Source: an optimization exercise on an open RTL-to-GDS flow (aim: small area, a short achievable clock period and few clock cycles per item). Production flows keep margins and buffers that such runs may drop. No functional check of the RTL was part of any run shown here.

## flow/design.v (module list and top-level ports; edited modules follow where they fit)
// module mul_pipe_unit: 1222 lines
// module fa_cell: 10 lines
// module ha_cell: 9 lines
module mul_pipe_unit #(
    parameter int XLEN   = 32,
    parameter int STAGES = 3,
    parameter int TAG_W  = 5
) (
    input  logic              CLK_0,
    input  logic              RST_0,
    input  logic              in_valid,
    output logic              in_ready,
    input  logic [1:0]        in_op,
    input  logic [XLEN-1:0]   in_a,
    input  logic [XLEN-1:0]   in_b,
    input  logic [TAG_W-1:0]  in_tag,
    output logic              out_valid,
    input  logic              out_ready,
    output logic [XLEN-1:0]   out_result,
    output logic [TAG_W-1:0]  out_tag
);
  // ...
==> flow/flow/run.sh <==
#!/bin/bash
# Own layout flow: the standard ORFS flow with the standard synthesis unchanged;
# the port buffers are plain sky130_fd_sc_hd__buf_1 cells. make's full output
# goes to flow_make.log here; ORFS's per-step logs are under orfs/logs/.
set -euo pipefail
bash standard.sh "BUFFER_PORTS_ARGS=-buffer_cell sky130_fd_sc_hd__buf_1"  finish > flow_make.log 2>&1
==> flow/standard.sh <==
#!/bin/bash
# synth_recipe.tcl (not shown) runs the flow's synth.tcl, then flattens the netlist and writes it again
# the make line also repeats each setting of config.mk as NAME=value (left out here)
make -C /OpenROAD-flow-scripts/flow DESIGN_CONFIG=/design/flow/config.mk WORK_HOME=/design/flow/orfs CLKGATE_MAP_FILE= SYNTH_SCRIPT=/design/flow/synth_recipe.tcl "${@:-finish}"
==> flow/config.mk <==
export PLATFORM = sky130hd
export DESIGN_NAME = mul_pipe_unit
export DESIGN_NICKNAME = mul_pipe_unit
export VERILOG_FILES = /design/flow/design.v
export SDC_FILE = /design/flow/constraint.sdc
export NUM_CORES = 4
export LEC_CHECK = 0
export CAP_MARGIN = 20
export CORE_MARGIN = 2
export CORE_UTILIZATION = 40
export SETUP_SLACK_MARGIN = 5
export SLEW_MARGIN = 20
export SYNTH_HIERARCHICAL = 1
==> flow/constraint.sdc <==
create_clock -name core_clock -period 10.0 [get_ports {CLK_0}]
set_input_delay 2.0000 -clock core_clock [delete_from_list [all_inputs] [get_ports {CLK_0}]]
set_output_delay 2.0000 -clock core_clock [all_outputs]
set_load 0.01 [all_outputs]
==> metrics.md, run 1 <==
| Metric | Value |
|---|---|
| Status | finished clean |
| Clock buffers | 30 |
| Syn_nets | about 3,400 |
| Total Wirelength | between 100,000 and 150,000 µm |
| Number of synthesized flops with an enable pin | around 210 |
| Crit path kind | reg -> reg |
| Worst hold margin | about 0.41 ns |
| Synth cell count leaders | 577 x xnor2_1, 512 x a22oi_1, 480 x fa_1 |
| TritonRoute pass-1 iters | 6 |
| Max layer used | met5 |
| Delay-heaviest family, CP | adder cells |
| Placed inst area | 32,000 µm² |
| Simple-Gate Fraction of Synth Area | under 10% |
| Met3 Wirelength | about 12,000 µm |
| Synth warnings | 7 |
| Post-synthesis sequential area ratio | 20.8% |
| Met3 GRT Util | roughly 7% |
| Compound-gate portion of the synthesized area | 15.8% |
| Multi-input combinational area share | between 70% and 80% |
| Final instance area | between 30,000 and 40,000 µm² |
| # IOs | around 110 |
| CTS buffer count | 27 |
| Post-Synth XOR/XNOR Area | between 15 and 20% |
| Final Setup Violations | 0 |
| Row Count | roughly 100 |
| Area-dominant class | multi-input combinational cells |
| Vias in the first global route | approximately 25,000 |
| Die width | between 200 and 300 µm |
==> inputs of run 2 (changes only) <==
--- a/flow/design.v
+++ b/flow/design.v
@@ -12,28 +12,26 @@
     input  logic [XLEN-1:0]   in_b,
     input  logic [TAG_W-1:0]  in_tag,
     output logic              out_valid,
     input  logic              out_ready,
     output logic [XLEN-1:0]   out_result,
     output logic [TAG_W-1:0]  out_tag
 );
     logic adv;
-    logic v1, v2, v3;
-    assign adv      = !v3 || out_ready;
+    logic v1, v2;
+    assign adv      = !v2 || out_ready;
     assign in_ready = adv;
     always_ff @(posedge CLK_0) begin
         if (RST_0) begin
             v1 <= 1'b0;
             v2 <= 1'b0;
-            v3 <= 1'b0;
         end else if (adv) begin
             v1 <= in_valid;
             v2 <= v1;
-            v3 <= v2;
         end
     end
     logic [32:0] a_ext;
     logic [33:0] b_ext;    
     logic [33:0] b_lo;     
     logic [16:0] one_d, two_d, neg_d;
     assign a_ext = {(in_op != 2'b11) & in_a[31], in_a};
     assign b_ext = {{2{!in_op[1] & in_b[31]}}, in_b};
@@ -1185,45 +1183,37 @@
     fa_cell u_f475 (.a(f363s), .b(f416c), .ci(f417s), .co(f475c), .s(f475s));
     fa_cell u_f476 (.a(f363c), .b(f418s), .ci(f417c), .co(f476c), .s(f476s));
     fa_cell u_f477 (.a(h55s), .b(f418c), .ci(f419s), .co(f477c), .s(f477s));
     fa_cell u_f478 (.a(h55c), .b(h58s), .ci(f419c), .co(f478c), .s(f478s));
     fa_cell u_f479 (.a(pp[542]), .b(h58c), .ci(h59s), .co(f479c), .s(f479s));
     logic [63:0] cs_s, cs_c;
     assign cs_s = {f479s, f477c, f477s, f476s, f475s, f474s, f472c, f471c, f470c, f469c, f469s, f468s, f466c, f465c, f464c, f463c, f462c, f461c, f460c, f459c, f458c, f457c, f456c, f455c, f454c, f453c, f452c, f451c, f450c, f449c, f448c, f447c, f446c, f445c, f444c, f443c, f442c, f441c, f440c, f439c, f438c, f437c, f436c, f435c, f434c, f433c, f432c, f431c, f430c, f429c, f428c, f427c, f426c, f425c, f424c, f423c, f422c, f421c, f420c, h61c, h60c, pp[34], pp[1], bneg_q[0]};
     assign cs_c = {f478c, f478s, f476c, f475c, f474c, f473c, f473s, f472s, f471s, f470s, f468c, f467c, f467s, f466s, f465s, f464s, f463s, f462s, f461s, f460s, f459s, f458s, f457s, f456s, f455s, f454s, f453s, f452s, f451s, f450s, f449s, f448s, f447s, f446s, f445s, f444s, f443s, f442s, f441s, f440s, f439s, f438s, f437s, f436s, f435s, f434s, f433s, f432s, f431s, f430s, f429s, f428s, f427s, f426s, f425s, f424s, f423s, f422s, f421s, f420s, h61s, h60s, 1'b0, pp[0]};
-    logic [24:0] low_sum;
-    assign low_sum = {1'b0, cs_s[23:0]} + {1'b0, cs_c[23:0]};
+    logic [18:0] low_sum;
+    assign low_sum = {1'b0, cs_s[17:0]} + {1'b0, cs_c[17:0]};
     logic [31:0]      x_q, y_q;
-    logic [7:0]  lx_q, ly_q;
+    logic [13:0]  lx_q, ly_q;
     logic             lc_q;
     logic [TAG_W-1:0] tag_q2;
     always_ff @(posedge CLK_0) begin
         if (adv) begin
             x_q    <= mul_q1 ? cs_s[31:0] : cs_s[63:32];
             y_q    <= mul_q1 ? cs_c[31:0] : cs_c[63:32];
-            lx_q   <= mul_q1 ? '0 : cs_s[31:24];
-            ly_q   <= mul_q1 ? '0 : cs_c[31:24];
-            lc_q   <= !mul_q1 & low_sum[24];
+            lx_q   <= mul_q1 ? '0 : cs_s[31:18];
+            ly_q   <= mul_q1 ? '0 : cs_c[31:18];
+            lc_q   <= !mul_q1 & low_sum[18];
             tag_q2 <= tag_q1;
         end
     end
-    logic [40:0] fin;
+    logic [46:0] fin;
     assign fin = {x_q, lx_q, 1'b1} + {y_q, ly_q, lc_q};
-    logic [31:0]      res_q;
-    logic [TAG_W-1:0] tag_q3;
-    always_ff @(posedge CLK_0) begin
-        if (adv) begin
-            res_q  <= fin[40:9];
-            tag_q3 <= tag_q2;
-        end
-    end
-    assign out_valid  = v3;
-    assign out_result = res_q;
-    assign out_tag    = tag_q3;
+    assign out_valid  = v2;
+    assign out_result = fin[46:15];
+    assign out_tag    = tag_q2;
 endmodule
 module fa_cell (
     input  logic a,
     input  logic b,
     input  logic ci,
     output logic co,
     output logic s
 );
==> flow/config.mk (replaced) <==
export PLATFORM = sky130hd
export DESIGN_NAME = mul_pipe_unit
export DESIGN_NICKNAME = mul_pipe_unit
export VERILOG_FILES = /design/flow/design.v
export SDC_FILE = /design/flow/constraint.sdc
export NUM_CORES = 4
export LEC_CHECK = 0
export ABC_AREA = 1
export CAP_MARGIN = 20
export CORE_MARGIN = 2
export CORE_UTILIZATION = 40
export SETUP_SLACK_MARGIN = 5
export SLEW_MARGIN = 20
export SYNTH_HIERARCHICAL = 1
==> metrics.md, run 2 <==
| Metric | Value |
|---|---|
| Arrival @ worst endpoint | 2.84 ns |
| Area leader, netlist | fa_1 |
| Max-Cap Viols | 0 |
| Register Area | roughly 5700 µm² |
| Final Critical Period | 4.84 ns |
| Worst hold margin | 0.422 ns (+0.00774 ns) |
| CTS H-tree lvls | 4 |
| Number of synthesized register bits | between 150 and 200 |
| Critical Path, Cell by Cell | buf_1 -> nor2_4 -> clkinvlp_4 -> buf_6 -> buf_1 |
| Routed len/inst | ~26 µm |
| Slowest stage delay, CP | 0.40 ns |
| Placed Instances | approximately 4,500 |
| Post-DP HPWL | a little under 80,000 µm |
| Max Clock Freq | 206 MHz |
| Clock skew | between 0.015 and 0.02 ns |
| Critical path's slowest cell | buf_6 |
| Final core occ | roughly 43% |
| First-pass GRT wire length | about 170,000 µm |
| Mapped cell area | between 30,000 and 40,000 µm² |
| Most frequent cells in the layout | 586 x xor2_1, 585 x nand2_1, 511 x o22ai_1 |
| Crit path kind | in -> out |
| Total Wirelength | 116,000 µm (+14%) |
| Placed inst area | 33,000 µm² (+3.2%) |
| Worst Path Required | 8.00 ns |
| Clk sinks | 189 |
| Die height | around 290 µm |
| Layout Nets | a little over 4,000 |
| Most flop-heavy register | a_q |
| Syn Area/Cell | ~9.1 µm² |
| Iter 0 DRT Violations | approximately 3,100 |
| Worst-margin pin slew | 0.994 ns |
| Final instance area | 33,700 µm² (+2.1%) |
| Dominant cell by count in the synthesized netlist | xor2_1 |
| Post-route ant nets | 0 |
| Top Registers | a_q: 33 flops, x_q: 32 flops, y_q: 32 flops |
| Slew Limit Fails | 0 |
| Gr ovfl total | 0 |
| Clk buf depth | 2 |
| Total GRT Usage | about 29% |
| DRC | 0 |
| Commonest non-fill, non-tap cell in the layout | xor2_1 |
| Vias in the first global route | 27,100 (+11%) |
| Crit path top cell by count | buf_1 |
| Synth warnings | 7 (unchanged) |
| Share of layout cells above drive strength 1 | 6.23% |
| Full die area | ~82,000 µm² |
| Starting Density | about two fifths |
| CTS root buffer | clkbuf_16 |
| Number of synthesized flops with an enable pin | 187 (-12%) |
| Clk slew on worst S/H paths | ~0.08 ns |
| # IOs | 114 (unchanged) |
| Layout Cells excl Fill | about 4,500 |
| Synth Flop Type | edfxtp_1 |
| IO Port Bufs | 113 |
| CTS buffer count | 17 (-37%) |
| Initial antenna violation count | 2 |
| Syn-to-layout area delta | 5.89% |
| Post-Synthesis Cells | ~3,500 |
| Synth cell types | 31 |
| Post-synth top area share | 30.2% |
| Max reg flops | 33 |
| Critical Path Source Type | input pin |
| Clk latency of the worst-skew pair | between 0.5 and 0.6 ns |
| Gp weighted congestion | between 0.9 and 1 |
| Endpoints failing hold | 0 |
| Post-synthesis sequential area ratio | 17.8% (-3.0 points) |
| Final Setup Violations | 0 (unchanged) |
| RSZ-0062 raised after global routing | false |
| Setup total negative slack | 0 ns |
| Area of the multi-input gates | ~24,000 µm² |
| Worst hold path class | reg -> reg |
| TritonCTS clock tree | done |
| Synth cell count leaders | 586 x xor2_1, 585 x nand2_1, 511 x o22ai_1 |
| Fin crit share | approximately half |
| Vias per cell | about 5.9 |
| TritonRoute pass-1 iters | 6 (unchanged) |
| Rel. slew slack | approximately a third |
| Status | finished clean |
| Filler cell count | 7,798 |
| Core area | 78,900 µm² |
| Top post-synthesis cells by area | fa_1 30%, edfxtp_1 18%, xor2_1 16% |
| Ys async rst share | 0% |
| Crit path max fanout | 51 |
| Crit end category | output port |
| Syn_nets | 4,162 (+22%) |
| Die width | 286 µm (+1.4%) |
| Pin count of the biggest net entering global routing | 96 |
| Row Count | 103 (+2.0%) |
| Vias | 26,300 |
| # diodes | 0 |
-- run 2: cell types whose count changed after synthesis, sizes merged, moves of 129 or more --
cell   previous run  this run
nand2            81       610
xor2             41       586
xnor2           577         2
o22ai             0       511
nor2             22       151
a22oi           512         0
inv              24       370
-- run 2: path summary, 6_finish.rpt --
check                               start   endpoint  slack [ns]  cells past startpoint
worst min-delay path            tag_q1[2]  tag_q2[2]        0.42                      0
worst min register to register  tag_q1[2]  tag_q2[2]        0.42                      0
worst max register to register  bneg_q[8]       lc_q        5.17                     14
worst max-delay path            out_ready   in_ready        5.16                      5
-- run 2: final cells by class --
type	count	area share, %
Timing Repair Buffer	199	3.19
Clock inverter	14	0.521
Tap cell	1050	3.90
Multi-Input combinational cell	2643	70.2
Sequential cell	189	16.8
Clock buffer	18	1.28
Inverter	370	4.14
-- run 2: worst max-delay path, delay by kind of cell --
| kind | cells | cell delay [ns] |
|---|---|---|
| buffers and inverters | 4 | 0.78 |
| AND/OR/NAND/NOR | 1 | 0.06 |
-- run 2: per-stage QoR --
stage / worst slack [ns]
global route: 5.02
CTS: 5.13
global placement: 4.96
finish: 5.16
floorplan: 3.78
detailed placement: 4.95
-- run 2: per-layer routing --
layer	up-vias	track usage, %	wire, µm
met5	-	0.988	122
li1	11300	-	-
met1	12800	36.0	43800
met4	4	13.0	5720
met3	393	9.77	15100
met2	1871	44.1	51600
-- run 2: repair_timing --
item	in CTS	in global routing
gates resized for setup	1	0
setup buffers	0	0
hold buffers	0	0
endpoints found under the setup margin	1	0
-- run 2: logic make-up (layout without fill, tap and decap cells) --
family	after synthesis	after routing	share of synthesized area, %
AOI/OAI and AO/OA	603	603	11.5
DFF	189	189	17.8
xor gates and xnor gates	588	588	16.2
buffers and inverters	651	601	7.93
and+or+nand+nor	834	834	10.9
adders and majority gates	604	604	35.1
muxes	14	14	0.496
-- run 2: modules after synthesis (local to each module, per instance) --
module,times used,flops+latches,cell area [µm²]
ha_cell,62,0,12.5
fa_cell,480,0,20.0
mul_pipe_unit,1,189,21400

## re-timing with driven ports
The flow's constraints put no driver on any port. The routed layouts listed below were extracted and timed again, unchanged, in two steps.
Step 1: set_driving_cell puts a clkbuf_16 on CLK_0 and a buf_2 on each other input, an assumption about the parent block.
Step 2 times the ports against the registers' clock, not the clock port: input delays grow and output delays shrink by t, the midpoint of the rising clock arrivals with the driver on.
a / b / c = no drivers / after step 1 / after step 2; a / b = the first two.
run	t (ns)	slack for setup (ns)	worst hold slack (ns)	worst setup path after step 2
run 1	0.647	5.125 / 5.124 / 5.124	0.414 / 0.414 / 0.414	input to output
run 2	0.583	5.156 / 5.131 / 5.131	0.422 / 0.422 / 0.422	input to output
After both steps setup and hold are still met in every run listed. For run 2, which loses most, drivers alone change the setup slack by -0.025 ns; drivers and shift together by -0.025 ns.
